Source: an optimization exercise on an open RTL-to-GDS flow (aim: small area, a short achievable clock period and few clock cycles per item). Production flows keep margins and buffers that such runs may drop. In this exercise RTL edits were held to simulation tests only and were not proved equivalent to the original. Power and IR drop assume default switching activity.

## flow/design.v (module list and top-level ports; edited modules follow where they fit)
// module pi_speed_controller_with_position_core: 239 lines
// module pisc_mul_s13u8: 748 lines
// module pisc_mul_u24u7: 1144 lines
// module pisc_bk32: 310 lines
// module pisc_bk17: 160 lines
// module pisc_bk14: 130 lines
module pi_speed_controller_with_position_core #(
    parameter int GEAR_MODULUS   = pisc_pkg::GEAR_MODULUS_DEF,
    parameter int INTEGRAL_LIMIT = pisc_pkg::INTEGRAL_LIMIT_DEF
) (
    input  logic                          i_clk,
    input  logic                          i_rst_n,
    input  logic                          i_s_tvalid,
    output logic                          o_s_tready,
    input  logic [pisc_pkg::IN_W-1:0]     i_s_tdata,
    output logic                          o_m_tvalid,
    input  logic                          i_m_tready,
    output logic [pisc_pkg::OUT_W-1:0]    o_m_tdata,
    input  logic                          psel,
    input  logic                          penable,
    input  logic                          pwrite,
    input  logic [pisc_pkg::APB_AW-1:0]   paddr,
    input  logic [pisc_pkg::APB_DW-1:0]   pwdata,
    output logic [pisc_pkg::APB_DW-1:0]   prdata,
    output logic                          pready
);
  // ...
==> flow/run.sh <==
#!/bin/bash
# synth_recipe.tcl (not shown) runs the flow's synth.tcl, then flattens the netlist and writes it again
# the make line also repeats each setting of config.mk as NAME=value (left out here)
make -C /OpenROAD-flow-scripts/flow DESIGN_CONFIG=/design/flow/config.mk WORK_HOME=/design/flow/orfs CLKGATE_MAP_FILE= SYNTH_SCRIPT=/design/flow/synth_recipe.tcl finish
==> flow/config.mk <==
export PLATFORM = sky130hd
export DESIGN_NAME = pi_speed_controller_with_position_core
export DESIGN_NICKNAME = pi_speed_controller_with_position_core
export VERILOG_FILES = /design/flow/design.v
export SDC_FILE = /design/flow/constraint.sdc
export NUM_CORES = 4
export LEC_CHECK = 0
export CAP_MARGIN = 20
export CORE_MARGIN = 2
export CORE_UTILIZATION = 40
export SETUP_SLACK_MARGIN = 3.5
export SLEW_MARGIN = 20
==> flow/constraint.sdc <==
create_clock -name core_clock -period 10.0 [get_ports {i_clk}]
set_input_delay 2.0000 -clock core_clock [delete_from_list [all_inputs] [get_ports {i_clk}]]
set_output_delay 2.0000 -clock core_clock [all_outputs]
set_load 0.01 [all_outputs]
==> metrics.md, run 1 <==
| Metric | Value |
|---|---|
| Endpoints failing hold | 0 |
| Total CTS buffers | 41 |
| Worst R2R Start | r_err1[12]$_DFFE_PN_ |
| Top cells by count, synth | 339 x inv_1, 325 x nand2_1, 317 x fa_1 |
| Multi-input logic area | 18340 um^2 |
| ANT nets after route | 0 |
| Reg clk slew, reported paths | 0.06 ns |
| Worst Skew | 0.01401 ns |
| Max cap viols | 0 |
| YS warnings | 1 |
| Post-placement cell area | 31740 um^2 |
| Die Wd | 272.9 um |
| Storage cell area | 8992 um^2 |
| Vias per cell | 5.073 |
| Synthesized area | 28930 um^2 |
| Die ar. | 74480 um^2 |
| Switching Fraction | 36.30% |
| Internal | 3.595 mW |
| Die H | 272.9 um |
| Synth Instances | 2909 |
| Met3 Usage GRT | 2.161% |
| Top Registers | r_segment: 32 flops, r_travel: 32 flops, r_w: 24 flops |
| Synth Area in Compound Gates | 9.287% |
| CTS Buffer Depth | 3 |
| First-pass GRT wire length | 113.3 mm |
| Setup ws final | 3.681 ns |
| Sequential fraction of the synthesis area | 31.04% |
| Row cnt | 98 |
| CP arrival | 6.63 ns |
| Largest net degree at the start of global routing | 98 |
| Top_reg_cell synth | edfxtp_1 |
| Hold wc startpoint | r_err2[11]$_DFFE_PN_ |
| Post-Synth XOR/XNOR Area | 3.421% |
| Critical Path End | r_pp2[5]$_DFFE_PN_ |
| Met2 wire length | 35.40 mm |
| Core ar. | 71490 um^2 |
| FILL cells | 6634 |
| Top power group | combinational cells |
| Run status | no timing/DRC/antenna violations |
| Post-CTS setup buffer count | 26 |
| Pre-antenna DRT Iters | 5 |
Testbench counts, summed over its fixed seeds: cycles 2,080, items 2,048.
==> run 2, diff against run 1 <==
--- a/flow/design.v
+++ b/flow/design.v
@@ -202,46 +202,38 @@
     assign w_dbl   = {8'd0, i_s_tdata[23:16], 1'b0};
     assign w_d17   = {i_s_tdata[15], i_s_tdata[15:0]};
     pisc_bk17 u_add_err (.i_a(w_dbl), .i_b(w_d17 ^ {17{!i_s_tdata[24]}}),
                          .i_c(!i_s_tdata[24]), .o_s(w_err), .o_c());
     logic [16:0] r_err1, r_err2, r_err3;
     logic [15:0] r_d1, r_d2, r_d3;
     logic [2:0]  r_f1, r_f2, r_f3;        
     logic        w_err_ovf;
-    logic [21:0] w_pi;
-    logic [21:0] w_pp;
-    logic signed [12:0] r_pi2, r_pp2;
+    logic [12:0] w_pim, w_ppm;
+    logic [12:0] r_pim2, r_ppm2;
     assign w_err_ovf = !(&r_err1[16:12]) && (|r_err1[16:12]);
-    pisc_mul_s13u8 u_mul_pi (.i_a(r_err1[12:0]), .i_b(r_ki), .o_p(w_pi));
-    pisc_mul_s13u8 u_mul_pp (.i_a(r_err1[12:0]), .i_b(r_kp), .o_p(w_pp));
-    function automatic logic [12:0] sat13(input logic [21:0] p, input logic eovf,
-                                          input logic sgn);
-        if (eovf || (!(&p[21:12]) && (|p[21:12])))
-            sat13 = sgn ? 13'h1000 : 13'h0FFF;
-        else
-            sat13 = p[12:0];
-    endfunction
+    pisc_mul_sat u_mul_pi (.i_e(r_err1[11:0]), .i_s(r_err1[16]), .i_k(r_ki), .o_m(w_pim));
+    pisc_mul_sat u_mul_pp (.i_e(r_err1[11:0]), .i_s(r_err1[16]), .i_k(r_kp), .o_m(w_ppm));
     logic [11:0]        r_integ;
     logic [6:0]         r_duty3;
     logic signed [13:0] w_s;
     logic signed [13:0] w_sum;
     logic [11:0]        w_integ;
     logic [6:0]         w_duty;
     logic [13:0] w_pi14, w_pp14, w_sum14;
-    assign w_pi14 = {r_pi2[12], r_pi2};
-    assign w_pp14 = {r_pp2[12], r_pp2};
-    pisc_bk14 u_add_int (.i_a({2'b00, r_integ}), .i_b(w_pi14), .i_c(1'b0),
+    assign w_pi14 = {1'b0, r_pim2} ^ {14{r_err2[16]}};
+    assign w_pp14 = {1'b0, r_ppm2} ^ {14{r_err2[16]}};
+    pisc_bk14 u_add_int (.i_a({2'b00, r_integ}), .i_b(w_pi14), .i_c(r_err2[16]),
                          .o_s(w_s), .o_c());
     always_comb begin
         if (w_s[13])                   w_integ = 12'd0;
         else if (w_s >= 14'sd3200)     w_integ = 12'd3200;
         else                           w_integ = w_s[11:0];
     end
-    pisc_bk14 u_add_sum (.i_a({2'b00, w_integ}), .i_b(w_pp14), .i_c(1'b0),
+    pisc_bk14 u_add_sum (.i_a({2'b00, w_integ}), .i_b(w_pp14), .i_c(r_err2[16]),
                          .o_s(w_sum14), .o_c());
     assign w_sum = w_sum14;
     always_comb begin
         if (w_sum[13])                 w_duty = 7'd0;
         else if (w_sum >= 14'sd3200)   w_duty = 7'd100;
         else                           w_duty = w_sum[11:5];
     end
     logic [29:0] w_cmpx;
@@ -281,18 +273,18 @@
     always_ff @(posedge i_clk) begin
         if (w_adv) begin
             r_err1 <= w_err;
             r_d1   <= i_s_tdata[15:0];
             r_f1   <= i_s_tdata[27:25];
             r_err2 <= r_err1;
             r_d2   <= r_d1;
             r_f2   <= r_f1;
-            r_pi2  <= sat13(w_pi, w_err_ovf && (r_ki != 8'd0), r_err1[16]);
-            r_pp2  <= sat13(w_pp, w_err_ovf && (r_kp != 8'd0), r_err1[16]);
+            r_pim2 <= (w_err_ovf && (r_ki != 8'd0)) ? 13'd4096 : w_pim;
+            r_ppm2 <= (w_err_ovf && (r_kp != 8'd0)) ? 13'd4096 : w_ppm;
             r_err3  <= r_err2;
             r_d3    <= r_d2;
             r_f3    <= r_f2;
             r_duty3 <= w_duty;
             r_err     <= r_err3;
             r_duty    <= r_duty3;
             r_cmp     <= w_cmpx[29:14];
             r_integ_o <= r_integ;
@@ -315,125 +307,110 @@
             r_segment <= w_segment;
             r_gear    <= r_f3[2] ? 14'd0 : w_gnew;
         end
     end
     assign o_m_tvalid = r_vo;
     assign o_m_tdata  = {6'd0, r_gear, r_segment, r_travel, r_integ_o,
                          r_err, r_cmp, r_duty};
 endmodule
-module pisc_mul_s13u8 (
-    input  logic [12:0] i_a,
-    input  logic [7:0] i_b,
-    output logic [21:0] o_p
+module pisc_mul_sat (
+    input  logic [11:0] i_e,
+    input  logic i_s,
+    input  logic [7:0] i_k,
+    output logic [12:0] o_m
 );
+    logic ex_0;
+    logic ex_1;
+    logic ex_2;
+    logic ex_3;
+    logic ex_4;
+    logic ex_5;
+    logic ex_6;
+    logic ex_7;
+    logic ex_8;
+    logic ex_9;
+    logic ex_10;
+    logic ex_11;
     logic pp_0_0;
     logic pp_0_1;
     logic pp_0_2;
     logic pp_0_3;
     logic pp_0_4;
     logic pp_0_5;
     logic pp_0_6;
     logic pp_0_7;
     logic pp_0_8;
     logic pp_0_9;
     logic pp_0_10;
     logic pp_0_11;
-    logic pp_0_12;
+    logic ps_0;
     logic pp_1_0;
     logic pp_1_1;
     logic pp_1_2;
     logic pp_1_3;
     logic pp_1_4;
     logic pp_1_5;
     logic pp_1_6;
     logic pp_1_7;
     logic pp_1_8;
     logic pp_1_9;
     logic pp_1_10;
-    logic pp_1_11;
-    logic pp_1_12;
+    logic ps_1;
     logic pp_2_0;
     logic pp_2_1;
     logic pp_2_2;
     logic pp_2_3;
     logic pp_2_4;
     logic pp_2_5;
     logic pp_2_6;
     logic pp_2_7;
     logic pp_2_8;
     logic pp_2_9;
-    logic pp_2_10;
-    logic pp_2_11;
-    logic pp_2_12;
+    logic ps_2;
     logic pp_3_0;
     logic pp_3_1;
     logic pp_3_2;
     logic pp_3_3;
     logic pp_3_4;
     logic pp_3_5;
     logic pp_3_6;
     logic pp_3_7;
     logic pp_3_8;
-    logic pp_3_9;
-    logic pp_3_10;
-    logic pp_3_11;
-    logic pp_3_12;
+    logic ps_3;
     logic pp_4_0;
     logic pp_4_1;
     logic pp_4_2;
     logic pp_4_3;
     logic pp_4_4;
     logic pp_4_5;
     logic pp_4_6;
     logic pp_4_7;
-    logic pp_4_8;
-    logic pp_4_9;
-    logic pp_4_10;
-    logic pp_4_11;
-    logic pp_4_12;
+    logic ps_4;
     logic pp_5_0;
     logic pp_5_1;
     logic pp_5_2;
     logic pp_5_3;
     logic pp_5_4;
     logic pp_5_5;
     logic pp_5_6;
-    logic pp_5_7;
-    logic pp_5_8;
-    logic pp_5_9;
-    logic pp_5_10;
-    logic pp_5_11;
-    logic pp_5_12;
+    logic ps_5;
     logic pp_6_0;
     logic pp_6_1;
     logic pp_6_2;
     logic pp_6_3;
     logic pp_6_4;
     logic pp_6_5;
-    logic pp_6_6;
-    logic pp_6_7;
-    logic pp_6_8;
-    logic pp_6_9;
-    logic pp_6_10;
-    logic pp_6_11;
-    logic pp_6_12;
+    logic ps_6;
     logic pp_7_0;
     logic pp_7_1;
     logic pp_7_2;
     logic pp_7_3;
     logic pp_7_4;
-    logic pp_7_5;
-    logic pp_7_6;
-    logic pp_7_7;
-    logic pp_7_8;
-    logic pp_7_9;
-    logic pp_7_10;
-    logic pp_7_11;
-    logic pp_7_12;
+    logic ps_7;
     logic m1;
     logic m2;
     logic m3;
     logic m4;
     logic m5;
     logic m6;
     logic m7;
     logic m8;
@@ -536,542 +513,281 @@
     logic m105;
     logic m106;
     logic m107;
     logic m108;
     logic m109;
     logic m110;
     logic m111;
     logic m112;
-    logic m113;
-    logic m114;
-    logic m115;
-    logic m116;
-    logic m117;
-    logic m118;
-    logic m119;
-    logic m120;
-    logic m121;
-    logic m122;
-    logic m123;
-    logic m124;
-    logic m125;
-    logic m126;
-    logic m127;
-    logic m128;
-    logic m129;
-    logic m130;
-    logic m131;
-    logic m132;
-    logic m133;
-    logic m134;
-    logic m135;
-    logic m136;
-    logic m137;
-    logic m138;
-    logic m139;
-    logic m140;
-    logic m141;
-    logic m142;
-    logic m143;
-    logic m144;
-    logic m145;
-    logic m146;
-    logic m147;
-    logic m148;
-    logic m149;
-    logic m150;
-    logic m151;
-    logic m152;
-    logic m153;
-    logic m154;
-    logic m155;
-    logic m156;
-    logic m157;
-    logic m158;
-    logic m159;
-    logic m160;
-    logic m161;
-    logic m162;
-    logic m163;
-    logic m164;
-    logic m165;
-    logic m166;
-    logic m167;
-    logic m168;
-    logic m169;
-    logic m170;
-    logic m171;
-    logic m172;
-    logic m173;
-    logic m174;
-    logic m175;
-    logic m176;
-    logic m177;
-    logic m178;
-    logic m179;
-    logic m180;
-    logic m181;
-    logic m182;
-    logic m183;
-    logic m184;
-    logic m185;
-    logic m186;
-    logic m187;
-    logic m188;
-    logic m189;
-    logic m190;
-    logic m191;
-    logic m192;
-    logic m193;
-    logic m194;
-    logic m195;
-    logic m196;
-    logic m197;
-    logic m198;
-    logic m199;
-    logic m200;
-    logic m201;
-    logic m202;
-    logic m203;
-    logic m204;
-    logic m205;
-    logic m206;
-    logic m207;
-    logic m208;
-    logic m209;
-    logic m210;
-    logic m211;
-    logic m212;
-    logic m213;
-    logic m214;
-    logic m215;
-    logic m216;
-    logic m217;
-    logic m218;
-    logic m219;
-    logic m220;
-    logic m221;
-    logic m222;
-    logic m223;
-    logic m224;
-    logic m225;
-    logic m226;
-    logic m227;
-    logic m228;
-    logic m229;
-    logic m230;
-    logic m231;
-    logic m232;
-    logic m233;
-    logic m234;
-    logic m235;
-    logic m236;
-    logic m237;
-    logic m238;
-    logic m239;
-    logic m240;
-    logic m241;
-    logic m242;
-    logic m243;
-    logic m244;
-    logic m245;
-    logic m246;
-    logic m247;
-    logic m248;
-    logic m249;
-    logic m250;
-    logic m251;
-    logic m252;
-    logic m253;
-    logic m254;
-    logic m255;
-    logic m256;
-    assign pp_0_0 = i_a[0] & i_b[0];
-    assign pp_0_1 = i_a[1] & i_b[0];
-    assign pp_0_2 = i_a[2] & i_b[0];
-    assign pp_0_3 = i_a[3] & i_b[0];
-    assign pp_0_4 = i_a[4] & i_b[0];
-    assign pp_0_5 = i_a[5] & i_b[0];
-    assign pp_0_6 = i_a[6] & i_b[0];
-    assign pp_0_7 = i_a[7] & i_b[0];
-    assign pp_0_8 = i_a[8] & i_b[0];
-    assign pp_0_9 = i_a[9] & i_b[0];
-    assign pp_0_10 = i_a[10] & i_b[0];
-    assign pp_0_11 = i_a[11] & i_b[0];
-    assign pp_0_12 = ~(i_a[12] & i_b[0]);
-    assign pp_1_0 = i_a[0] & i_b[1];
-    assign pp_1_1 = i_a[1] & i_b[1];
-    assign pp_1_2 = i_a[2] & i_b[1];
-    assign pp_1_3 = i_a[3] & i_b[1];
-    assign pp_1_4 = i_a[4] & i_b[1];
-    assign pp_1_5 = i_a[5] & i_b[1];
-    assign pp_1_6 = i_a[6] & i_b[1];
-    assign pp_1_7 = i_a[7] & i_b[1];
-    assign pp_1_8 = i_a[8] & i_b[1];
-    assign pp_1_9 = i_a[9] & i_b[1];
-    assign pp_1_10 = i_a[10] & i_b[1];
-    assign pp_1_11 = i_a[11] & i_b[1];
-    assign pp_1_12 = ~(i_a[12] & i_b[1]);
-    assign pp_2_0 = i_a[0] & i_b[2];
-    assign pp_2_1 = i_a[1] & i_b[2];
-    assign pp_2_2 = i_a[2] & i_b[2];
-    assign pp_2_3 = i_a[3] & i_b[2];
-    assign pp_2_4 = i_a[4] & i_b[2];
-    assign pp_2_5 = i_a[5] & i_b[2];
-    assign pp_2_6 = i_a[6] & i_b[2];
-    assign pp_2_7 = i_a[7] & i_b[2];
-    assign pp_2_8 = i_a[8] & i_b[2];
-    assign pp_2_9 = i_a[9] & i_b[2];
-    assign pp_2_10 = i_a[10] & i_b[2];
-    assign pp_2_11 = i_a[11] & i_b[2];
-    assign pp_2_12 = ~(i_a[12] & i_b[2]);
-    assign pp_3_0 = i_a[0] & i_b[3];
-    assign pp_3_1 = i_a[1] & i_b[3];
-    assign pp_3_2 = i_a[2] & i_b[3];
-    assign pp_3_3 = i_a[3] & i_b[3];
-    assign pp_3_4 = i_a[4] & i_b[3];
-    assign pp_3_5 = i_a[5] & i_b[3];
-    assign pp_3_6 = i_a[6] & i_b[3];
-    assign pp_3_7 = i_a[7] & i_b[3];
-    assign pp_3_8 = i_a[8] & i_b[3];
-    assign pp_3_9 = i_a[9] & i_b[3];
-    assign pp_3_10 = i_a[10] & i_b[3];
-    assign pp_3_11 = i_a[11] & i_b[3];
-    assign pp_3_12 = ~(i_a[12] & i_b[3]);
-    assign pp_4_0 = i_a[0] & i_b[4];
-    assign pp_4_1 = i_a[1] & i_b[4];
-    assign pp_4_2 = i_a[2] & i_b[4];
-    assign pp_4_3 = i_a[3] & i_b[4];
-    assign pp_4_4 = i_a[4] & i_b[4];
-    assign pp_4_5 = i_a[5] & i_b[4];
-    assign pp_4_6 = i_a[6] & i_b[4];
-    assign pp_4_7 = i_a[7] & i_b[4];
-    assign pp_4_8 = i_a[8] & i_b[4];
-    assign pp_4_9 = i_a[9] & i_b[4];
-    assign pp_4_10 = i_a[10] & i_b[4];
-    assign pp_4_11 = i_a[11] & i_b[4];
-    assign pp_4_12 = ~(i_a[12] & i_b[4]);
-    assign pp_5_0 = i_a[0] & i_b[5];
-    assign pp_5_1 = i_a[1] & i_b[5];
-    assign pp_5_2 = i_a[2] & i_b[5];
-    assign pp_5_3 = i_a[3] & i_b[5];
-    assign pp_5_4 = i_a[4] & i_b[5];
-    assign pp_5_5 = i_a[5] & i_b[5];
-    assign pp_5_6 = i_a[6] & i_b[5];
-    assign pp_5_7 = i_a[7] & i_b[5];
-    assign pp_5_8 = i_a[8] & i_b[5];
-    assign pp_5_9 = i_a[9] & i_b[5];
-    assign pp_5_10 = i_a[10] & i_b[5];
-    assign pp_5_11 = i_a[11] & i_b[5];
-    assign pp_5_12 = ~(i_a[12] & i_b[5]);
-    assign pp_6_0 = i_a[0] & i_b[6];
-    assign pp_6_1 = i_a[1] & i_b[6];
-    assign pp_6_2 = i_a[2] & i_b[6];
-    assign pp_6_3 = i_a[3] & i_b[6];
-    assign pp_6_4 = i_a[4] & i_b[6];
-    assign pp_6_5 = i_a[5] & i_b[6];
-    assign pp_6_6 = i_a[6] & i_b[6];
-    assign pp_6_7 = i_a[7] & i_b[6];
-    assign pp_6_8 = i_a[8] & i_b[6];
-    assign pp_6_9 = i_a[9] & i_b[6];
-    assign pp_6_10 = i_a[10] & i_b[6];
-    assign pp_6_11 = i_a[11] & i_b[6];
-    assign pp_6_12 = ~(i_a[12] & i_b[6]);
-    assign pp_7_0 = i_a[0] & i_b[7];
-    assign pp_7_1 = i_a[1] & i_b[7];
-    assign pp_7_2 = i_a[2] & i_b[7];
-    assign pp_7_3 = i_a[3] & i_b[7];
-    assign pp_7_4 = i_a[4] & i_b[7];
-    assign pp_7_5 = i_a[5] & i_b[7];
-    assign pp_7_6 = i_a[6] & i_b[7];
-    assign pp_7_7 = i_a[7] & i_b[7];
-    assign pp_7_8 = i_a[8] & i_b[7];
-    assign pp_7_9 = i_a[9] & i_b[7];
-    assign pp_7_10 = i_a[10] & i_b[7];
-    assign pp_7_11 = i_a[11] & i_b[7];
-    assign pp_7_12 = ~(i_a[12] & i_b[7]);
-    assign m1 = pp_0_6 ^ pp_1_5;
-    assign m2 = pp_0_6 & pp_1_5;
-    assign m3 = pp_0_7 ^ pp_1_6 ^ pp_2_5;
-    assign m4 = (pp_0_7 & pp_1_6) | (pp_0_7 & pp_2_5) | (pp_1_6 & pp_2_5);
-    assign m5 = pp_3_4 ^ pp_4_3;
-    assign m6 = pp_3_4 & pp_4_3;
-    assign m7 = pp_0_8 ^ pp_1_7 ^ pp_2_6;
-    assign m8 = (pp_0_8 & pp_1_7) | (pp_0_8 & pp_2_6) | (pp_1_7 & pp_2_6);
-    assign m9 = pp_3_5 ^ pp_4_4 ^ pp_5_3;
-    assign m10 = (pp_3_5 & pp_4_4) | (pp_3_5 & pp_5_3) | (pp_4_4 & pp_5_3);
-    assign m11 = pp_0_9 ^ pp_1_8 ^ pp_2_7;
-    assign m12 = (pp_0_9 & pp_1_8) | (pp_0_9 & pp_2_7) | (pp_1_8 & pp_2_7);
-    assign m13 = pp_3_6 ^ pp_4_5 ^ pp_5_4;
-    assign m14 = (pp_3_6 & pp_4_5) | (pp_3_6 & pp_5_4) | (pp_4_5 & pp_5_4);
-    assign m15 = pp_0_10 ^ pp_1_9 ^ pp_2_8;
-    assign m16 = (pp_0_10 & pp_1_9) | (pp_0_10 & pp_2_8) | (pp_1_9 & pp_2_8);
-    assign m17 = pp_3_7 ^ pp_4_6 ^ pp_5_5;
-    assign m18 = (pp_3_7 & pp_4_6) | (pp_3_7 & pp_5_5) | (pp_4_6 & pp_5_5);
-    assign m19 = pp_0_11 ^ pp_1_10 ^ pp_2_9;
-    assign m20 = (pp_0_11 & pp_1_10) | (pp_0_11 & pp_2_9) | (pp_1_10 & pp_2_9);
-    assign m21 = pp_3_8 ^ pp_4_7 ^ pp_5_6;
-    assign m22 = (pp_3_8 & pp_4_7) | (pp_3_8 & pp_5_6) | (pp_4_7 & pp_5_6);
-    assign m23 = pp_0_12 ^ pp_1_11 ^ pp_2_10;
-    assign m24 = (pp_0_12 & pp_1_11) | (pp_0_12 & pp_2_10) | (pp_1_11 & pp_2_10);
-    assign m25 = pp_3_9 ^ pp_4_8 ^ pp_5_7;
-    assign m26 = (pp_3_9 & pp_4_8) | (pp_3_9 & pp_5_7) | (pp_4_8 & pp_5_7);
-    assign m27 = pp_6_6 ^ pp_7_5;
-    assign m28 = pp_6_6 & pp_7_5;
-    assign m29 = pp_1_12 ^ pp_2_11 ^ pp_3_10;
-    assign m30 = (pp_1_12 & pp_2_11) | (pp_1_12 & pp_3_10) | (pp_2_11 & pp_3_10);
-    assign m31 = pp_4_9 ^ pp_5_8 ^ pp_6_7;
-    assign m32 = (pp_4_9 & pp_5_8) | (pp_4_9 & pp_6_7) | (pp_5_8 & pp_6_7);
-    assign m33 = pp_2_12 ^ pp_3_11 ^ pp_4_10;
-    assign m34 = (pp_2_12 & pp_3_11) | (pp_2_12 & pp_4_10) | (pp_3_11 & pp_4_10);
-    assign m35 = pp_0_4 ^ pp_1_3;
-    assign m36 = pp_0_4 & pp_1_3;
-    assign m37 = pp_0_5 ^ pp_1_4 ^ pp_2_3;
-    assign m38 = (pp_0_5 & pp_1_4) | (pp_0_5 & pp_2_3) | (pp_1_4 & pp_2_3);
-    assign m39 = pp_3_2 ^ pp_4_1;
-    assign m40 = pp_3_2 & pp_4_1;
-    assign m41 = pp_2_4 ^ pp_3_3 ^ pp_4_2;
-    assign m42 = (pp_2_4 & pp_3_3) | (pp_2_4 & pp_4_2) | (pp_3_3 & pp_4_2);
-    assign m43 = pp_5_1 ^ pp_6_0 ^ m1;
-    assign m44 = (pp_5_1 & pp_6_0) | (pp_5_1 & m1) | (pp_6_0 & m1);
-    assign m45 = pp_5_2 ^ pp_6_1 ^ pp_7_0;
-    assign m46 = (pp_5_2 & pp_6_1) | (pp_5_2 & pp_7_0) | (pp_6_1 & pp_7_0);
-    assign m47 = m2 ^ m3 ^ m5;
-    assign m48 = (m2 & m3) | (m2 & m5) | (m3 & m5);
-    assign m49 = pp_6_2 ^ pp_7_1 ^ m4;
-    assign m50 = (pp_6_2 & pp_7_1) | (pp_6_2 & m4) | (pp_7_1 & m4);
-    assign m51 = m6 ^ m7 ^ m9;
-    assign m52 = (m6 & m7) | (m6 & m9) | (m7 & m9);
-    assign m53 = pp_6_3 ^ pp_7_2 ^ m8;
-    assign m54 = (pp_6_3 & pp_7_2) | (pp_6_3 & m8) | (pp_7_2 & m8);
-    assign m55 = m10 ^ m11 ^ m13;
-    assign m56 = (m10 & m11) | (m10 & m13) | (m11 & m13);
-    assign m57 = pp_6_4 ^ pp_7_3 ^ m12;
-    assign m58 = (pp_6_4 & pp_7_3) | (pp_6_4 & m12) | (pp_7_3 & m12);
-    assign m59 = m14 ^ m15 ^ m17;
-    assign m60 = (m14 & m15) | (m14 & m17) | (m15 & m17);
-    assign m61 = pp_6_5 ^ pp_7_4 ^ m16;
-    assign m62 = (pp_6_5 & pp_7_4) | (pp_6_5 & m16) | (pp_7_4 & m16);
-    assign m63 = m18 ^ m19 ^ m21;
-    assign m64 = (m18 & m19) | (m18 & m21) | (m19 & m21);
-    assign m65 = 1'b1 ^ m20 ^ m22;
-    assign m66 = (1'b1 & m20) | (1'b1 & m22) | (m20 & m22);
-    assign m67 = m23 ^ m25 ^ m27;
-    assign m68 = (m23 & m25) | (m23 & m27) | (m25 & m27);
-    assign m69 = pp_7_6 ^ m24 ^ m26;
-    assign m70 = (pp_7_6 & m24) | (pp_7_6 & m26) | (m24 & m26);
-    assign m71 = m28 ^ m29 ^ m31;
-    assign m72 = (m28 & m29) | (m28 & m31) | (m29 & m31);
-    assign m73 = pp_5_9 ^ pp_6_8 ^ pp_7_7;
-    assign m74 = (pp_5_9 & pp_6_8) | (pp_5_9 & pp_7_7) | (pp_6_8 & pp_7_7);
-    assign m75 = m30 ^ m32 ^ m33;
-    assign m76 = (m30 & m32) | (m30 & m33) | (m32 & m33);
-    assign m77 = pp_3_12 ^ pp_4_11 ^ pp_5_10;
-    assign m78 = (pp_3_12 & pp_4_11) | (pp_3_12 & pp_5_10) | (pp_4_11 & pp_5_10);
-    assign m79 = pp_6_9 ^ pp_7_8 ^ m34;
-    assign m80 = (pp_6_9 & pp_7_8) | (pp_6_9 & m34) | (pp_7_8 & m34);
-    assign m81 = pp_4_12 ^ pp_5_11 ^ pp_6_10;
-    assign m82 = (pp_4_12 & pp_5_11) | (pp_4_12 & pp_6_10) | (pp_5_11 & pp_6_10);
-    assign m83 = pp_0_3 ^ pp_1_2;
-    assign m84 = pp_0_3 & pp_1_2;
-    assign m85 = pp_2_2 ^ pp_3_1 ^ pp_4_0;
-    assign m86 = (pp_2_2 & pp_3_1) | (pp_2_2 & pp_4_0) | (pp_3_1 & pp_4_0);
-    assign m87 = pp_5_0 ^ m36 ^ m37;
-    assign m88 = (pp_5_0 & m36) | (pp_5_0 & m37) | (m36 & m37);
-    assign m89 = m38 ^ m40 ^ m41;
-    assign m90 = (m38 & m40) | (m38 & m41) | (m40 & m41);
-    assign m91 = m42 ^ m44 ^ m45;
-    assign m92 = (m42 & m44) | (m42 & m45) | (m44 & m45);
-    assign m93 = m46 ^ m48 ^ m49;
-    assign m94 = (m46 & m48) | (m46 & m49) | (m48 & m49);
-    assign m95 = m50 ^ m52 ^ m53;
-    assign m96 = (m50 & m52) | (m50 & m53) | (m52 & m53);
-    assign m97 = m54 ^ m56 ^ m57;
-    assign m98 = (m54 & m56) | (m54 & m57) | (m56 & m57);
-    assign m99 = m58 ^ m60 ^ m61;
-    assign m100 = (m58 & m60) | (m58 & m61) | (m60 & m61);
-    assign m101 = m62 ^ m64 ^ m65;
-    assign m102 = (m62 & m64) | (m62 & m65) | (m64 & m65);
-    assign m103 = m66 ^ m68 ^ m69;
-    assign m104 = (m66 & m68) | (m66 & m69) | (m68 & m69);
-    assign m105 = m70 ^ m72 ^ m73;
-    assign m106 = (m70 & m72) | (m70 & m73) | (m72 & m73);
-    assign m107 = m74 ^ m76 ^ m77;
-    assign m108 = (m74 & m76) | (m74 & m77) | (m76 & m77);
-    assign m109 = pp_7_9 ^ m78 ^ m80;
-    assign m110 = (pp_7_9 & m78) | (pp_7_9 & m80) | (m78 & m80);
-    assign m111 = pp_5_12 ^ pp_6_11 ^ pp_7_10;
-    assign m112 = (pp_5_12 & pp_6_11) | (pp_5_12 & pp_7_10) | (pp_6_11 & pp_7_10);
-    assign m113 = pp_0_2 ^ pp_1_1;
-    assign m114 = pp_0_2 & pp_1_1;
-    assign m115 = pp_2_1 ^ pp_3_0 ^ m83;
-    assign m116 = (pp_2_1 & pp_3_0) | (pp_2_1 & m83) | (pp_3_0 & m83);
-    assign m117 = m35 ^ m84 ^ m85;
-    assign m118 = (m35 & m84) | (m35 & m85) | (m84 & m85);
-    assign m119 = m39 ^ m86 ^ m87;
-    assign m120 = (m39 & m86) | (m39 & m87) | (m86 & m87);
-    assign m121 = m43 ^ m88 ^ m89;
-    assign m122 = (m43 & m88) | (m43 & m89) | (m88 & m89);
-    assign m123 = m47 ^ m90 ^ m91;
-    assign m124 = (m47 & m90) | (m47 & m91) | (m90 & m91);
-    assign m125 = m51 ^ m92 ^ m93;
-    assign m126 = (m51 & m92) | (m51 & m93) | (m92 & m93);
-    assign m127 = m55 ^ m94 ^ m95;
-    assign m128 = (m55 & m94) | (m55 & m95) | (m94 & m95);
-    assign m129 = m59 ^ m96 ^ m97;
-    assign m130 = (m59 & m96) | (m59 & m97) | (m96 & m97);
-    assign m131 = m63 ^ m98 ^ m99;
-    assign m132 = (m63 & m98) | (m63 & m99) | (m98 & m99);
-    assign m133 = m67 ^ m100 ^ m101;
-    assign m134 = (m67 & m100) | (m67 & m101) | (m100 & m101);
-    assign m135 = m71 ^ m102 ^ m103;
-    assign m136 = (m71 & m102) | (m71 & m103) | (m102 & m103);
-    assign m137 = m75 ^ m104 ^ m105;
-    assign m138 = (m75 & m104) | (m75 & m105) | (m104 & m105);
-    assign m139 = m79 ^ m106 ^ m107;
-    assign m140 = (m79 & m106) | (m79 & m107) | (m106 & m107);
-    assign m141 = m81 ^ m108 ^ m109;
-    assign m142 = (m81 & m108) | (m81 & m109) | (m108 & m109);
-    assign m143 = m82 ^ m110 ^ m111;
-    assign m144 = (m82 & m110) | (m82 & m111) | (m110 & m111);
-    assign m145 = pp_6_12 ^ pp_7_11 ^ m112;
-    assign m146 = (pp_6_12 & pp_7_11) | (pp_6_12 & m112) | (pp_7_11 & m112);
-    assign o_p[0] = pp_0_0;
-    assign m147 = pp_0_1 & pp_1_0;
-    assign m148 = pp_0_1 ^ pp_1_0;
-    assign m149 = pp_2_0 & m113;
-    assign m150 = pp_2_0 ^ m113;
-    assign m151 = m114 & m115;
-    assign m152 = m114 ^ m115;
-    assign m153 = m116 & m117;
-    assign m154 = m116 ^ m117;
-    assign m155 = m118 & m119;
-    assign m156 = m118 ^ m119;
-    assign m157 = m120 & m121;
-    assign m158 = m120 ^ m121;
-    assign m159 = m122 & m123;
-    assign m160 = m122 ^ m123;
-    assign m161 = m124 & m125;
-    assign m162 = m124 ^ m125;
-    assign m163 = m126 & m127;
-    assign m164 = m126 ^ m127;
-    assign m165 = m128 & m129;
-    assign m166 = m128 ^ m129;
-    assign m167 = m130 & m131;
-    assign m168 = m130 ^ m131;
-    assign m169 = m132 & m133;
-    assign m170 = m132 ^ m133;
-    assign m171 = m134 & m135;
-    assign m172 = m134 ^ m135;
-    assign m173 = m136 & m137;
-    assign m174 = m136 ^ m137;
-    assign m175 = m138 & m139;
-    assign m176 = m138 ^ m139;
-    assign m177 = m140 & m141;
-    assign m178 = m140 ^ m141;
-    assign m179 = m142 & m143;
-    assign m180 = m142 ^ m143;
-    assign m181 = m144 & m145;
-    assign m182 = m144 ^ m145;
-    assign m183 = pp_7_12 & m146;
-    assign m184 = pp_7_12 ^ m146;
-    assign m185 = 1'b1 & 1'b0;
-    assign m186 = 1'b1 ^ 1'b0;
-    assign m187 = 1'b1 & 1'b0;
-    assign m188 = 1'b1 ^ 1'b0;
-    assign m189 = m149 | (m150 & m147);
-    assign m190 = m150 & m148;
-    assign m191 = m153 | (m154 & m151);
-    assign m192 = m154 & m152;
-    assign m193 = m157 | (m158 & m155);
-    assign m194 = m158 & m156;
-    assign m195 = m161 | (m162 & m159);
-    assign m196 = m162 & m160;
-    assign m197 = m165 | (m166 & m163);
-    assign m198 = m166 & m164;
-    assign m199 = m169 | (m170 & m167);
-    assign m200 = m170 & m168;
-    assign m201 = m173 | (m174 & m171);
-    assign m202 = m174 & m172;
-    assign m203 = m177 | (m178 & m175);
-    assign m204 = m178 & m176;
-    assign m205 = m181 | (m182 & m179);
-    assign m206 = m182 & m180;
-    assign m207 = m185 | (m186 & m183);
-    assign m208 = m186 & m184;
-    assign m209 = m191 | (m192 & m189);
-    assign m210 = m192 & m190;
-    assign m211 = m195 | (m196 & m193);
-    assign m212 = m196 & m194;
-    assign m213 = m199 | (m200 & m197);
-    assign m214 = m200 & m198;
-    assign m215 = m203 | (m204 & m201);
-    assign m216 = m204 & m202;
-    assign m217 = m207 | (m208 & m205);
-    assign m218 = m208 & m206;
-    assign m219 = m211 | (m212 & m209);
-    assign m220 = m212 & m210;
-    assign m221 = m215 | (m216 & m213);
-    assign m222 = m216 & m214;
-    assign m223 = m221 | (m222 & m219);
-    assign m224 = m222 & m220;
-    assign m225 = m213 | (m214 & m219);
-    assign m226 = m214 & m220;
-    assign m227 = m217 | (m218 & m223);
-    assign m228 = m218 & m224;
-    assign m229 = m193 | (m194 & m209);
-    assign m230 = m194 & m210;
-    assign m231 = m197 | (m198 & m219);
-    assign m232 = m198 & m220;
-    assign m233 = m201 | (m202 & m225);
-    assign m234 = m202 & m226;
-    assign m235 = m205 | (m206 & m223);
-    assign m236 = m206 & m224;
-    assign m237 = m151 | (m152 & m189);
-    assign m238 = m152 & m190;
-    assign m239 = m155 | (m156 & m209);
-    assign m240 = m156 & m210;
-    assign m241 = m159 | (m160 & m229);
-    assign m242 = m160 & m230;
-    assign m243 = m163 | (m164 & m219);
-    assign m244 = m164 & m220;
-    assign m245 = m167 | (m168 & m231);
-    assign m246 = m168 & m232;
-    assign m247 = m171 | (m172 & m225);
-    assign m248 = m172 & m226;
-    assign m249 = m175 | (m176 & m233);
-    assign m250 = m176 & m234;
-    assign m251 = m179 | (m180 & m223);
-    assign m252 = m180 & m224;
-    assign m253 = m183 | (m184 & m235);
-    assign m254 = m184 & m236;
-    assign m255 = m187 | (m188 & m227);
-    assign m256 = m188 & m228;
-    assign o_p[1] = m148;
-    assign o_p[2] = m150 ^ m147;
-    assign o_p[3] = m152 ^ m189;
-    assign o_p[4] = m154 ^ m237;
-    assign o_p[5] = m156 ^ m209;
-    assign o_p[6] = m158 ^ m239;
-    assign o_p[7] = m160 ^ m229;
-    assign o_p[8] = m162 ^ m241;
-    assign o_p[9] = m164 ^ m219;
-    assign o_p[10] = m166 ^ m243;
-    assign o_p[11] = m168 ^ m231;
-    assign o_p[12] = m170 ^ m245;
-    assign o_p[13] = m172 ^ m225;
-    assign o_p[14] = m174 ^ m247;
-    assign o_p[15] = m176 ^ m233;
-    assign o_p[16] = m178 ^ m249;
-    assign o_p[17] = m180 ^ m223;
-    assign o_p[18] = m182 ^ m251;
-    assign o_p[19] = m184 ^ m235;
-    assign o_p[20] = m186 ^ m253;
-    assign o_p[21] = m188 ^ m227;
+    assign ex_0 = i_e[0] ^ i_s;
+    assign ex_1 = i_e[1] ^ i_s;
+    assign ex_2 = i_e[2] ^ i_s;
+    assign ex_3 = i_e[3] ^ i_s;
+    assign ex_4 = i_e[4] ^ i_s;
+    assign ex_5 = i_e[5] ^ i_s;
+    assign ex_6 = i_e[6] ^ i_s;
+    assign ex_7 = i_e[7] ^ i_s;
+    assign ex_8 = i_e[8] ^ i_s;
+    assign ex_9 = i_e[9] ^ i_s;
+    assign ex_10 = i_e[10] ^ i_s;
+    assign ex_11 = i_e[11] ^ i_s;
+    assign pp_0_0 = i_k[0] & ex_0;
+    assign pp_0_1 = i_k[0] & ex_1;
+    assign pp_0_2 = i_k[0] & ex_2;
+    assign pp_0_3 = i_k[0] & ex_3;
+    assign pp_0_4 = i_k[0] & ex_4;
+    assign pp_0_5 = i_k[0] & ex_5;
+    assign pp_0_6 = i_k[0] & ex_6;
+    assign pp_0_7 = i_k[0] & ex_7;
+    assign pp_0_8 = i_k[0] & ex_8;
+    assign pp_0_9 = i_k[0] & ex_9;
+    assign pp_0_10 = i_k[0] & ex_10;
+    assign pp_0_11 = i_k[0] & ex_11;
+    assign ps_0 = i_k[0] & i_s;
+    assign pp_1_0 = i_k[1] & ex_0;
+    assign pp_1_1 = i_k[1] & ex_1;
+    assign pp_1_2 = i_k[1] & ex_2;
+    assign pp_1_3 = i_k[1] & ex_3;
+    assign pp_1_4 = i_k[1] & ex_4;
+    assign pp_1_5 = i_k[1] & ex_5;
+    assign pp_1_6 = i_k[1] & ex_6;
+    assign pp_1_7 = i_k[1] & ex_7;
+    assign pp_1_8 = i_k[1] & ex_8;
+    assign pp_1_9 = i_k[1] & ex_9;
+    assign pp_1_10 = i_k[1] & ex_10;
+    assign ps_1 = i_k[1] & i_s;
+    assign pp_2_0 = i_k[2] & ex_0;
+    assign pp_2_1 = i_k[2] & ex_1;
+    assign pp_2_2 = i_k[2] & ex_2;
+    assign pp_2_3 = i_k[2] & ex_3;
+    assign pp_2_4 = i_k[2] & ex_4;
+    assign pp_2_5 = i_k[2] & ex_5;
+    assign pp_2_6 = i_k[2] & ex_6;
+    assign pp_2_7 = i_k[2] & ex_7;
+    assign pp_2_8 = i_k[2] & ex_8;
+    assign pp_2_9 = i_k[2] & ex_9;
+    assign ps_2 = i_k[2] & i_s;
+    assign pp_3_0 = i_k[3] & ex_0;
+    assign pp_3_1 = i_k[3] & ex_1;
+    assign pp_3_2 = i_k[3] & ex_2;
+    assign pp_3_3 = i_k[3] & ex_3;
+    assign pp_3_4 = i_k[3] & ex_4;
+    assign pp_3_5 = i_k[3] & ex_5;
+    assign pp_3_6 = i_k[3] & ex_6;
+    assign pp_3_7 = i_k[3] & ex_7;
+    assign pp_3_8 = i_k[3] & ex_8;
+    assign ps_3 = i_k[3] & i_s;
+    assign pp_4_0 = i_k[4] & ex_0;
+    assign pp_4_1 = i_k[4] & ex_1;
+    assign pp_4_2 = i_k[4] & ex_2;
+    assign pp_4_3 = i_k[4] & ex_3;
+    assign pp_4_4 = i_k[4] & ex_4;
+    assign pp_4_5 = i_k[4] & ex_5;
+    assign pp_4_6 = i_k[4] & ex_6;
+    assign pp_4_7 = i_k[4] & ex_7;
+    assign ps_4 = i_k[4] & i_s;
+    assign pp_5_0 = i_k[5] & ex_0;
+    assign pp_5_1 = i_k[5] & ex_1;
+    assign pp_5_2 = i_k[5] & ex_2;
+    assign pp_5_3 = i_k[5] & ex_3;
+    assign pp_5_4 = i_k[5] & ex_4;
+    assign pp_5_5 = i_k[5] & ex_5;
+    assign pp_5_6 = i_k[5] & ex_6;
+    assign ps_5 = i_k[5] & i_s;
+    assign pp_6_0 = i_k[6] & ex_0;
+    assign pp_6_1 = i_k[6] & ex_1;
+    assign pp_6_2 = i_k[6] & ex_2;
+    assign pp_6_3 = i_k[6] & ex_3;
+    assign pp_6_4 = i_k[6] & ex_4;
+    assign pp_6_5 = i_k[6] & ex_5;
+    assign ps_6 = i_k[6] & i_s;
+    assign pp_7_0 = i_k[7] & ex_0;
+    assign pp_7_1 = i_k[7] & ex_1;
+    assign pp_7_2 = i_k[7] & ex_2;
+    assign pp_7_3 = i_k[7] & ex_3;
+    assign pp_7_4 = i_k[7] & ex_4;
+    assign ps_7 = i_k[7] & i_s;
+    assign m1 = pp_0_5 ^ pp_1_4;
+    assign m2 = pp_0_5 & pp_1_4;
+    assign m3 = pp_0_6 ^ pp_1_5 ^ pp_2_4;
+    assign m4 = (pp_0_6 & pp_1_5) | (pp_0_6 & pp_2_4) | (pp_1_5 & pp_2_4);
+    assign m5 = pp_3_3 ^ pp_4_2;
+    assign m6 = pp_3_3 & pp_4_2;
+    assign m7 = pp_0_7 ^ pp_1_6 ^ pp_2_5;
+    assign m8 = (pp_0_7 & pp_1_6) | (pp_0_7 & pp_2_5) | (pp_1_6 & pp_2_5);
+    assign m9 = pp_3_4 ^ pp_4_3 ^ pp_5_2;
+    assign m10 = (pp_3_4 & pp_4_3) | (pp_3_4 & pp_5_2) | (pp_4_3 & pp_5_2);
+    assign m11 = pp_6_1 ^ pp_7_0;
+    assign m12 = pp_6_1 & pp_7_0;
+    assign m13 = pp_0_8 ^ pp_1_7 ^ pp_2_6;
+    assign m14 = (pp_0_8 & pp_1_7) | (pp_0_8 & pp_2_6) | (pp_1_7 & pp_2_6);
+    assign m15 = pp_3_5 ^ pp_4_4 ^ pp_5_3;
+    assign m16 = (pp_3_5 & pp_4_4) | (pp_3_5 & pp_5_3) | (pp_4_4 & pp_5_3);
+    assign m17 = pp_6_2 ^ pp_7_1;
+    assign m18 = pp_6_2 & pp_7_1;
+    assign m19 = pp_0_9 ^ pp_1_8 ^ pp_2_7;
+    assign m20 = (pp_0_9 & pp_1_8) | (pp_0_9 & pp_2_7) | (pp_1_8 & pp_2_7);
+    assign m21 = pp_3_6 ^ pp_4_5 ^ pp_5_4;
+    assign m22 = (pp_3_6 & pp_4_5) | (pp_3_6 & pp_5_4) | (pp_4_5 & pp_5_4);
+    assign m23 = pp_6_3 ^ pp_7_2;
+    assign m24 = pp_6_3 & pp_7_2;
+    assign m25 = pp_0_10 ^ pp_1_9 ^ pp_2_8;
+    assign m26 = (pp_0_10 & pp_1_9) | (pp_0_10 & pp_2_8) | (pp_1_9 & pp_2_8);
+    assign m27 = pp_3_7 ^ pp_4_6 ^ pp_5_5;
+    assign m28 = (pp_3_7 & pp_4_6) | (pp_3_7 & pp_5_5) | (pp_4_6 & pp_5_5);
+    assign m29 = pp_6_4 ^ pp_7_3;
+    assign m30 = pp_6_4 & pp_7_3;
+    assign m31 = pp_0_11 ^ pp_1_10 ^ pp_2_9;
+    assign m32 = (pp_0_11 & pp_1_10) | (pp_0_11 & pp_2_9) | (pp_1_10 & pp_2_9);
+    assign m33 = pp_3_8 ^ pp_4_7 ^ pp_5_6;
+    assign m34 = (pp_3_8 & pp_4_7) | (pp_3_8 & pp_5_6) | (pp_4_7 & pp_5_6);
+    assign m35 = pp_6_5 ^ pp_7_4;
+    assign m36 = pp_6_5 & pp_7_4;
+    assign m37 = pp_0_3 ^ pp_1_2;
+    assign m38 = pp_0_3 & pp_1_2;
+    assign m39 = pp_0_4 ^ pp_1_3 ^ pp_2_2;
+    assign m40 = (pp_0_4 & pp_1_3) | (pp_0_4 & pp_2_2) | (pp_1_3 & pp_2_2);
+    assign m41 = pp_3_1 ^ pp_4_0;
+    assign m42 = pp_3_1 & pp_4_0;
+    assign m43 = pp_2_3 ^ pp_3_2 ^ pp_4_1;
+    assign m44 = (pp_2_3 & pp_3_2) | (pp_2_3 & pp_4_1) | (pp_3_2 & pp_4_1);
+    assign m45 = pp_5_0 ^ ps_5 ^ m1;
+    assign m46 = (pp_5_0 & ps_5) | (pp_5_0 & m1) | (ps_5 & m1);
+    assign m47 = pp_5_1 ^ pp_6_0 ^ ps_6;
+    assign m48 = (pp_5_1 & pp_6_0) | (pp_5_1 & ps_6) | (pp_6_0 & ps_6);
+    assign m49 = m2 ^ m3 ^ m5;
+    assign m50 = (m2 & m3) | (m2 & m5) | (m3 & m5);
+    assign m51 = ps_7 ^ m4 ^ m6;
+    assign m52 = (ps_7 & m4) | (ps_7 & m6) | (m4 & m6);
+    assign m53 = m7 ^ m9 ^ m11;
+    assign m54 = (m7 & m9) | (m7 & m11) | (m9 & m11);
+    assign m55 = m8 ^ m10 ^ m12;
+    assign m56 = (m8 & m10) | (m8 & m12) | (m10 & m12);
+    assign m57 = m13 ^ m15 ^ m17;
+    assign m58 = (m13 & m15) | (m13 & m17) | (m15 & m17);
+    assign m59 = m14 ^ m16 ^ m18;
+    assign m60 = (m14 & m16) | (m14 & m18) | (m16 & m18);
+    assign m61 = m19 ^ m21 ^ m23;
+    assign m62 = (m19 & m21) | (m19 & m23) | (m21 & m23);
+    assign m63 = m20 ^ m22 ^ m24;
+    assign m64 = (m20 & m22) | (m20 & m24) | (m22 & m24);
+    assign m65 = m25 ^ m27 ^ m29;
+    assign m66 = (m25 & m27) | (m25 & m29) | (m27 & m29);
+    assign m67 = m26 ^ m28 ^ m30;
+    assign m68 = (m26 & m28) | (m26 & m30) | (m28 & m30);
+    assign m69 = m31 ^ m33 ^ m35;
+    assign m70 = (m31 & m33) | (m31 & m35) | (m33 & m35);
+    assign m71 = pp_0_2 ^ pp_1_1;
+    assign m72 = pp_0_2 & pp_1_1;
+    assign m73 = pp_2_1 ^ pp_3_0 ^ ps_3;
+    assign m74 = (pp_2_1 & pp_3_0) | (pp_2_1 & ps_3) | (pp_3_0 & ps_3);
+    assign m75 = ps_4 ^ m38 ^ m39;
+    assign m76 = (ps_4 & m38) | (ps_4 & m39) | (m38 & m39);
+    assign m77 = m40 ^ m42 ^ m43;
+    assign m78 = (m40 & m42) | (m40 & m43) | (m42 & m43);
+    assign m79 = m44 ^ m46 ^ m47;
+    assign m80 = (m44 & m46) | (m44 & m47) | (m46 & m47);
+    assign m81 = m48 ^ m50 ^ m51;
+    assign m82 = (m48 & m50) | (m48 & m51) | (m50 & m51);
+    assign m83 = m52 ^ m54 ^ m55;
+    assign m84 = (m52 & m54) | (m52 & m55) | (m54 & m55);
+    assign m85 = m56 ^ m58 ^ m59;
+    assign m86 = (m56 & m58) | (m56 & m59) | (m58 & m59);
+    assign m87 = m60 ^ m62 ^ m63;
+    assign m88 = (m60 & m62) | (m60 & m63) | (m62 & m63);
+    assign m89 = m64 ^ m66 ^ m67;
+    assign m90 = (m64 & m66) | (m64 & m67) | (m66 & m67);
+    assign m91 = pp_0_1 ^ pp_1_0;
+    assign m92 = pp_0_1 & pp_1_0;
+    assign m93 = pp_2_0 ^ ps_2 ^ m71;
+    assign m94 = (pp_2_0 & ps_2) | (pp_2_0 & m71) | (ps_2 & m71);
+    assign m95 = m37 ^ m72 ^ m73;
+    assign m96 = (m37 & m72) | (m37 & m73) | (m72 & m73);
+    assign m97 = m41 ^ m74 ^ m75;
+    assign m98 = (m41 & m74) | (m41 & m75) | (m74 & m75);
+    assign m99 = m45 ^ m76 ^ m77;
+    assign m100 = (m45 & m76) | (m45 & m77) | (m76 & m77);
+    assign m101 = m49 ^ m78 ^ m79;
+    assign m102 = (m49 & m78) | (m49 & m79) | (m78 & m79);
+    assign m103 = m53 ^ m80 ^ m81;
+    assign m104 = (m53 & m80) | (m53 & m81) | (m80 & m81);
+    assign m105 = m57 ^ m82 ^ m83;
+    assign m106 = (m57 & m82) | (m57 & m83) | (m82 & m83);
+    assign m107 = m61 ^ m84 ^ m85;
+    assign m108 = (m61 & m84) | (m61 & m85) | (m84 & m85);
+    assign m109 = m65 ^ m86 ^ m87;
+    assign m110 = (m65 & m86) | (m65 & m87) | (m86 & m87);
+    assign m111 = m69 ^ m88 ^ m89;
+    assign m112 = (m69 & m88) | (m69 & m89) | (m88 & m89);
+    logic [11:0] fa, fb, fs;
+    logic fc;
+    assign fa[0] = pp_0_0;
+    assign fb[0] = ps_0;
+    assign fa[1] = ps_1;
+    assign fb[1] = m91;
+    assign fa[2] = m92;
+    assign fb[2] = m93;
+    assign fa[3] = m94;
+    assign fb[3] = m95;
+    assign fa[4] = m96;
+    assign fb[4] = m97;
+    assign fa[5] = m98;
+    assign fb[5] = m99;
+    assign fa[6] = m100;
+    assign fb[6] = m101;
+    assign fa[7] = m102;
+    assign fb[7] = m103;
+    assign fa[8] = m104;
+    assign fb[8] = m105;
+    assign fa[9] = m106;
+    assign fb[9] = m107;
+    assign fa[10] = m108;
+    assign fb[10] = m109;
+    assign fa[11] = m110;
+    assign fb[11] = m111;
+    pisc_bk12 u_fin (.i_a(fa), .i_b(fb), .i_c(1'b0), .o_s(fs), .o_c(fc));
+    logic ovf;
+    assign ovf = (i_k[1] & ex_11) |
+                 (i_k[2] & ex_10) |
+                 (i_k[2] & ex_11) |
+                 (i_k[3] & ex_9) |
+                 (i_k[3] & ex_10) |
+                 (i_k[3] & ex_11) |
+                 (i_k[4] & ex_8) |
+                 (i_k[4] & ex_9) |
+                 (i_k[4] & ex_10) |
+                 (i_k[4] & ex_11) |
+                 (i_k[5] & ex_7) |
+                 (i_k[5] & ex_8) |
+                 (i_k[5] & ex_9) |
+                 (i_k[5] & ex_10) |
+                 (i_k[5] & ex_11) |
+                 (i_k[6] & ex_6) |
+                 (i_k[6] & ex_7) |
+                 (i_k[6] & ex_8) |
+                 (i_k[6] & ex_9) |
+                 (i_k[6] & ex_10) |
+                 (i_k[6] & ex_11) |
+                 (i_k[7] & ex_5) |
+                 (i_k[7] & ex_6) |
+                 (i_k[7] & ex_7) |
+                 (i_k[7] & ex_8) |
+                 (i_k[7] & ex_9) |
+                 (i_k[7] & ex_10) |
+                 (i_k[7] & ex_11) |
+                 m32 |
+                 m34 |
+                 m36 |
+                 m68 |
+                 m70 |
+                 m90 |
+                 m112 |
+                 fc;
+    assign o_m = ovf ? 13'd4096 : {1'b0, fs};
 endmodule
 module pisc_mul_u24u7 (
     input  logic [23:0] i_a,
     input  logic [6:0] i_b,
     output logic [29:0] o_p
 );
     logic pp_0_0;
     logic pp_0_1;
@@ -2807,8 +2523,121 @@
     assign o_s[8] = p0[8] ^ g_7_3;
     assign o_s[9] = p0[9] ^ g_8_1;
     assign o_s[10] = p0[10] ^ g_9_2;
     assign o_s[11] = p0[11] ^ g_10_1;
     assign o_s[12] = p0[12] ^ g_11_3;
     assign o_s[13] = p0[13] ^ g_12_1;
     assign o_c = g_13_2;
 endmodule
+module pisc_bk12 (
+    input  logic [11:0] i_a,
+    input  logic [11:0] i_b,
+    input  logic i_c,
+    output logic [11:0] o_s,
+    output logic o_c
+);
+    logic [11:0] p0;
+    assign p0 = i_a ^ i_b;
+    logic g_0_0, p_0_0;
+    assign g_0_0 = (i_a[0] & i_b[0]) | (p0[0] & i_c);
+    assign p_0_0 = 1'b0;
+    logic g_1_0, p_1_0;
+    assign g_1_0 = i_a[1] & i_b[1];
+    assign p_1_0 = p0[1];
+    logic g_2_0, p_2_0;
+    assign g_2_0 = i_a[2] & i_b[2];
+    assign p_2_0 = p0[2];
+    logic g_3_0, p_3_0;
+    assign g_3_0 = i_a[3] & i_b[3];
+    assign p_3_0 = p0[3];
+    logic g_4_0, p_4_0;
+    assign g_4_0 = i_a[4] & i_b[4];
+    assign p_4_0 = p0[4];
+    logic g_5_0, p_5_0;
+    assign g_5_0 = i_a[5] & i_b[5];
+    assign p_5_0 = p0[5];
+    logic g_6_0, p_6_0;
+    assign g_6_0 = i_a[6] & i_b[6];
+    assign p_6_0 = p0[6];
+    logic g_7_0, p_7_0;
+    assign g_7_0 = i_a[7] & i_b[7];
+    assign p_7_0 = p0[7];
+    logic g_8_0, p_8_0;
+    assign g_8_0 = i_a[8] & i_b[8];
+    assign p_8_0 = p0[8];
+    logic g_9_0, p_9_0;
+    assign g_9_0 = i_a[9] & i_b[9];
+    assign p_9_0 = p0[9];
+    logic g_10_0, p_10_0;
+    assign g_10_0 = i_a[10] & i_b[10];
+    assign p_10_0 = p0[10];
+    logic g_11_0, p_11_0;
+    assign g_11_0 = i_a[11] & i_b[11];
+    assign p_11_0 = p0[11];
+    logic g_1_1, p_1_1;
+    assign g_1_1 = g_1_0 | (p_1_0 & g_0_0);
+    assign p_1_1 = p_1_0 & p_0_0;
+    logic g_3_1, p_3_1;
+    assign g_3_1 = g_3_0 | (p_3_0 & g_2_0);
+    assign p_3_1 = p_3_0 & p_2_0;
+    logic g_5_1, p_5_1;
+    assign g_5_1 = g_5_0 | (p_5_0 & g_4_0);
+    assign p_5_1 = p_5_0 & p_4_0;
+    logic g_7_1, p_7_1;
+    assign g_7_1 = g_7_0 | (p_7_0 & g_6_0);
+    assign p_7_1 = p_7_0 & p_6_0;
+    logic g_9_1, p_9_1;
+    assign g_9_1 = g_9_0 | (p_9_0 & g_8_0);
+    assign p_9_1 = p_9_0 & p_8_0;
+    logic g_11_1, p_11_1;
+    assign g_11_1 = g_11_0 | (p_11_0 & g_10_0);
+    assign p_11_1 = p_11_0 & p_10_0;
+    logic g_3_2, p_3_2;
+    assign g_3_2 = g_3_1 | (p_3_1 & g_1_1);
+    assign p_3_2 = p_3_1 & p_1_1;
+    logic g_7_2, p_7_2;
+    assign g_7_2 = g_7_1 | (p_7_1 & g_5_1);
+    assign p_7_2 = p_7_1 & p_5_1;
+    logic g_11_2, p_11_2;
+    assign g_11_2 = g_11_1 | (p_11_1 & g_9_1);
+    assign p_11_2 = p_11_1 & p_9_1;
+    logic g_7_3, p_7_3;
+    assign g_7_3 = g_7_2 | (p_7_2 & g_3_2);
+    assign p_7_3 = p_7_2 & p_3_2;
+    logic g_11_3, p_11_3;
+    assign g_11_3 = g_11_2 | (p_11_2 & g_7_3);
+    assign p_11_3 = p_11_2 & p_7_3;
+    logic g_5_2, p_5_2;
+    assign g_5_2 = g_5_1 | (p_5_1 & g_3_2);
+    assign p_5_2 = p_5_1 & p_3_2;
+    logic g_9_2, p_9_2;
+    assign g_9_2 = g_9_1 | (p_9_1 & g_7_3);
+    assign p_9_2 = p_9_1 & p_7_3;
+    logic g_2_1, p_2_1;
+    assign g_2_1 = g_2_0 | (p_2_0 & g_1_1);
+    assign p_2_1 = p_2_0 & p_1_1;
+    logic g_4_1, p_4_1;
+    assign g_4_1 = g_4_0 | (p_4_0 & g_3_2);
+    assign p_4_1 = p_4_0 & p_3_2;
+    logic g_6_1, p_6_1;
+    assign g_6_1 = g_6_0 | (p_6_0 & g_5_2);
+    assign p_6_1 = p_6_0 & p_5_2;
+    logic g_8_1, p_8_1;
+    assign g_8_1 = g_8_0 | (p_8_0 & g_7_3);
+    assign p_8_1 = p_8_0 & p_7_3;
+    logic g_10_1, p_10_1;
+    assign g_10_1 = g_10_0 | (p_10_0 & g_9_2);
+    assign p_10_1 = p_10_0 & p_9_2;
+    assign o_s[0] = p0[0] ^ i_c;
+    assign o_s[1] = p0[1] ^ g_0_0;
+    assign o_s[2] = p0[2] ^ g_1_1;
+    assign o_s[3] = p0[3] ^ g_2_1;
+    assign o_s[4] = p0[4] ^ g_3_2;
+    assign o_s[5] = p0[5] ^ g_4_1;
+    assign o_s[6] = p0[6] ^ g_5_2;
+    assign o_s[7] = p0[7] ^ g_6_1;
+    assign o_s[8] = p0[8] ^ g_7_3;
+    assign o_s[9] = p0[9] ^ g_8_1;
+    assign o_s[10] = p0[10] ^ g_9_2;
+    assign o_s[11] = p0[11] ^ g_10_1;
+    assign o_c = g_11_3;
+endmodule
==> run 2 against run 1 <==
Still clean on timing, DRC and antenna; via count down 5.4%; clock power up 9%; worst setup slack better by 0.14 ns; synthesized cell count down 5.7%; total power down 4.0%; hold slack about the same; combinational power down 14%; utilization up 0.084 points; register-to-register slack better by 0.14 ns; wire length down 0.18%; critical endpoint is now r_duty3[1]$_SDFFCE_PP0N_; largest cell class unchanged; highest routed layer is now met5.
==> metrics.md, run 2 <==
| Metric | Value |
|---|---|
| Run status | no timing/DRC/antenna violations |
| Worst Skew | 0.03007 ns (+0.01606 ns) |
| Post-synth top area cell | edfxtp_1 |
| CTS Buffer Depth | 3 (unchanged) |
| Initial antenna violation count | 1 |
| Synth Instances | 2744 (-5.7%) |
| Cell with the most instances after synthesis | nand2_1 |
| Hold Path Stages | 0 |
| Switching Fraction | 35.10% (-1.2 points) |
| Headroom to the max-slew limit | 26.64% |
| Min-Delay Path Class | reg2reg |
| Min Tclk post-route | 6.178 ns |
| Root buffer cell | clkbuf_16 |
| Routed WL | 69.93 mm |
| Internal | 3.517 mW (-2.2%) |
| Reg clk slew, reported paths | 0.06 ns (about the same) |
| Setup ws final | 3.822 ns (+0.1405 ns) |
| Post-layout util | 47.16% |
| TritonCTS Sinks | 352 |
| Minimum hold slack | 0.4113 ns |
| Layout area overhead | 16.32% |
| Endpoints failing setup | 0 |
| H-tree lvl count | 2 |
| Most common cell after layout, fill and taps aside | nand2_1 |
| R2r worst-path depth | 28 |
| RSZ-0062 raised after global routing | yes |
| Crit path max fanout | 6 |
| Placement Setup Slack | 2.893 ns |
| GP Congestion | 0.8600 |
| Total global-route track usage | 19.98% |
| Hpwl dp | 51.97 mm |
| Drc violations | 0 |
| Clk pwr share | 30.5% |
| CP peak stage delay | 0.42 ns |
| Sw Pwr | 1.902 mW |
| Layout cells sized above 1 | 5.531% |
| EDFF count, synth | 193 |
| Leakage power | 14.04 nW |
| Slowest CP cell | edfxtp_1 |
| Row cnt | 95 (-3.1%) |
| Worst R2R Start | r_err2[16]$_DFFE_PN_ |
| FF-to-FF End | r_duty3[1]$_SDFFCE_PP0N_ |
| Top Registers | r_segment: 32 flops, r_travel: 32 flops, r_w: 24 flops |
| Post-synth top area share | 21.17% |
| Largest net degree at the start of global routing | 98 (unchanged) |
| Core ar. | 67510 um^2 (-5.6%) |
| Top_reg_cell synth | edfxtp_1 |
| Peak supply drop | 0.1185 mV |
| Die Wd | 265.6 um (-2.7%) |
| Layout Nets | 3455 |
| Top cells by count, synth | 316 x nand2_1, 311 x inv_1, 277 x and2_1 |
| DR vias | 19580 |
| Worst Hold Path EP | r_d2[11]$_DFFE_PN_ |
| Worst-Skew Late Latency | 0.58 ns |
| Power Dens Cells | 170.2 nW/um^2 |
| Crit end category | flip-flop |
| Flops & latches, synth | 352 |
| Ant diodes | 0 |
| GR Overflow Total | 0 |
| YS warnings | 1 (unchanged) |
| CP arrival | 6.59 ns (-0.04 ns) |
| Async set-reset flop share out of synthesis | 0% |
| Sequential fraction of the synthesis area | 32.80% (+1.8 points) |
| Yosys cell types | 80 |
| Setup_tns | 0 ns |
| Synthesized area | 27370 um^2 (-5.4%) |
| Fin crit share | 61.78% |
| CTS tree | done |
| Vias in the first global route | 20550 |
| CP most frequent cell | a21o_1 |
| Top-level port count | 246 |
| Endpoints failing hold | 0 (unchanged) |
| FILL cells | 6291 (-5.2%) |
| Total CTS buffers | 43 (+4.9%) |
| WL/cell | 18.31 um |
| Critical path type | reg2reg |
| Max Slew Vio Count | 0 |
| Fmax | 0.1619 GHz |
| DR iter-0 viols | 1220 |
| Max cap viols | 0 (unchanged) |
| Tightest Pin Transition | 1.100 ns |
| Comb power frac | 32.8% |
| Dominant cells by area after synthesis | edfxtp_1 21%, fa_1 20%, dfxtp_1 12% |
| CP Launch Type | flip-flop |
| R2r setup slk | 3.82 ns |
| I/O Buffers | 200 |
| Sequential share of power | 36.7% |
| Hold wc startpoint | r_d1[11]$_DFFE_PN_ |
| Vias per cell | 5.127 (+1.1%) |
| Die ar. | 70540 um^2 (-5.3%) |
| Commonest non-fill, non-tap cells in the layout | 314 x nand2_1, 309 x inv_1, 276 x and2_1 |
| Starting Density | 40.54% |
| Syn_area_per_cell | 9.975 um^2 |
| First-pass GRT wire length | 112.1 mm (-1.1%) |
| ANT nets after route | 0 (unchanged) |
| Die H | 265.6 um (-2.7%) |
| Cts hold-fix bufs | 0 |
| Pre-antenna DRT Iters | 7 (+2) |
| CP required | 10.41 ns |
==> run 2: worst max-delay path: cells and delay by family (launching register included) <==
kind	cells	cell delay (ns)
and+or+nand+nor	7	0.89
adders and majority gates	4	1.56
xor gates and xnor gates	2	0.38
DFF	1	0.42
AOI/OAI and AO/OA	13	2.53
buffers and inverters	2	0.25
==> run 2: power by group through the flow <==
stage,registers [mW],clock network [mW],logic [mW]
2_1_floorplan,1.92,0,1.24
3_3_place_gp,2.01,0,1.71
3_5_place_dp,2.02,0,1.76
4_1_cts,1.99,1.71,1.79
5_1_grt,2.02,1.76,2.00
6_report,1.99,1.65,1.78
==> run 2: worst max path at each step <==
| stage | from | to | depth (start not counted) |
|---|---|---|---|
| 5_1_grt | r_err2[16]$_DFFE_PN_ | r_duty3[1]$_SDFFCE_PP0N_ | 28 |
| 4_1_cts | paddr[2] | prdata[3] | 5 |
| 2_1_floorplan | r_err2[16]$_DFFE_PN_ | r_duty3[0]$_SDFFCE_PP0N_ | 28 |
| 3_5_place_dp | r_err2[16]$_DFFE_PN_ | r_duty3[4]$_SDFFCE_PP0N_ | 28 |
| 3_3_place_gp | r_err2[16]$_DFFE_PN_ | r_duty3[0]$_SDFFCE_PP0N_ | 28 |
| 6_report | r_err2[16]$_DFFE_PN_ | r_duty3[1]$_SDFFCE_PP0N_ | 28 |
==> run 2: stage by stage <==
stage / total power [mW] / area [um^2] / instances
finish: 5.419 / 31840 / 3820
detailed placement: 3.782 / 30150 / 3729
floorplan: 3.152 / 27470 / 2765
CTS: 5.484 / 31740 / 3814
global placement: 3.727 / 30140 / 3729
global route: 5.780 / 31840 / 3820
==> run 2: area by class of cell <==
cell class / instances / area, um^2 / share of cell area (%)
multi-input cells: 1967 / 16790 / 52.74
flip-flops and latches: 352 / 8979 / 28.20
repair buffers: 237 / 2312 / 7.262
inverters: 312 / 1180 / 3.706
well taps: 873 / 1092 / 3.431
clock buffers: 46 / 1089 / 3.419
clock inverters: 33 / 395.4 / 1.242
==> run 2: kinds of logic after synthesis <==
group	Yosys count	synth area share (%)
buffers and inverters	446	6.509
adder cells (fa/ha/maj)	467	28.72
other	2	0.02744
AND/OR/NAND/NOR	914	16.81
XOR/XNOR	141	4.512
flip-flops	352	32.80
AO/OA/AOI/OAI	394	9.595
multiplexers	28	1.024
==> run 2: layer usage <==
layer  up-vias  part of all wire (%)  global-route usage [%]
li1       9316                     -                       -
met1      9750                    43                   25.55
met2       388                    49                   34.65
met3       128                   4.0                   2.935
met4         2                   3.4                   6.681
met5         -                 0.014                       0
==> run 2: timing repair <==
action | CTS | global route
gates cloned | 1 | 0
gates resized for setup | 9 | 13
pin swaps | 6 | 12
endpoints found under the setup margin | 7 | 23
setup buffers | 5 | 6
Testbench counts of run 2, summed over its fixed seeds: cycles 2,080, items 2,048.

==> re-timing with driven ports <==
The flow's constraints put no driver on any port. The routed layouts listed below were extracted and timed again, unchanged, in two steps.
Step 1 sets driving cells, clkbuf_16 on the clock port and buf_2 on the other inputs (assumed; they add their load-dependent delay and slew).
Step 2 times the ports against the registers' clock, not the clock port: input delays grow and output delays shrink by t, the midpoint of the rising clock arrivals with the driver on.
a / b / c = no drivers / after step 1 / after step 2; a / b = the first two.
| run | t (ns) | setup slack, ns | hold WS [ns] | slew at the worst register clock pin (ns) |
|---|---|---|---|---|
| run 1 | 0.627 | 3.681 / 3.675 / 3.675 | 0.412 / 0.412 / 0.412 | 0.06 / 0.06 |
| run 2 | 0.635 | 3.822 / 3.792 / 3.792 | 0.411 / 0.411 / 0.411 | 0.06 / 0.06 |
After both steps setup and hold are still met in every run listed. The setup slack of run 2, which loses most, moves by -0.030 ns with the drivers and by -0.030 ns with both steps.
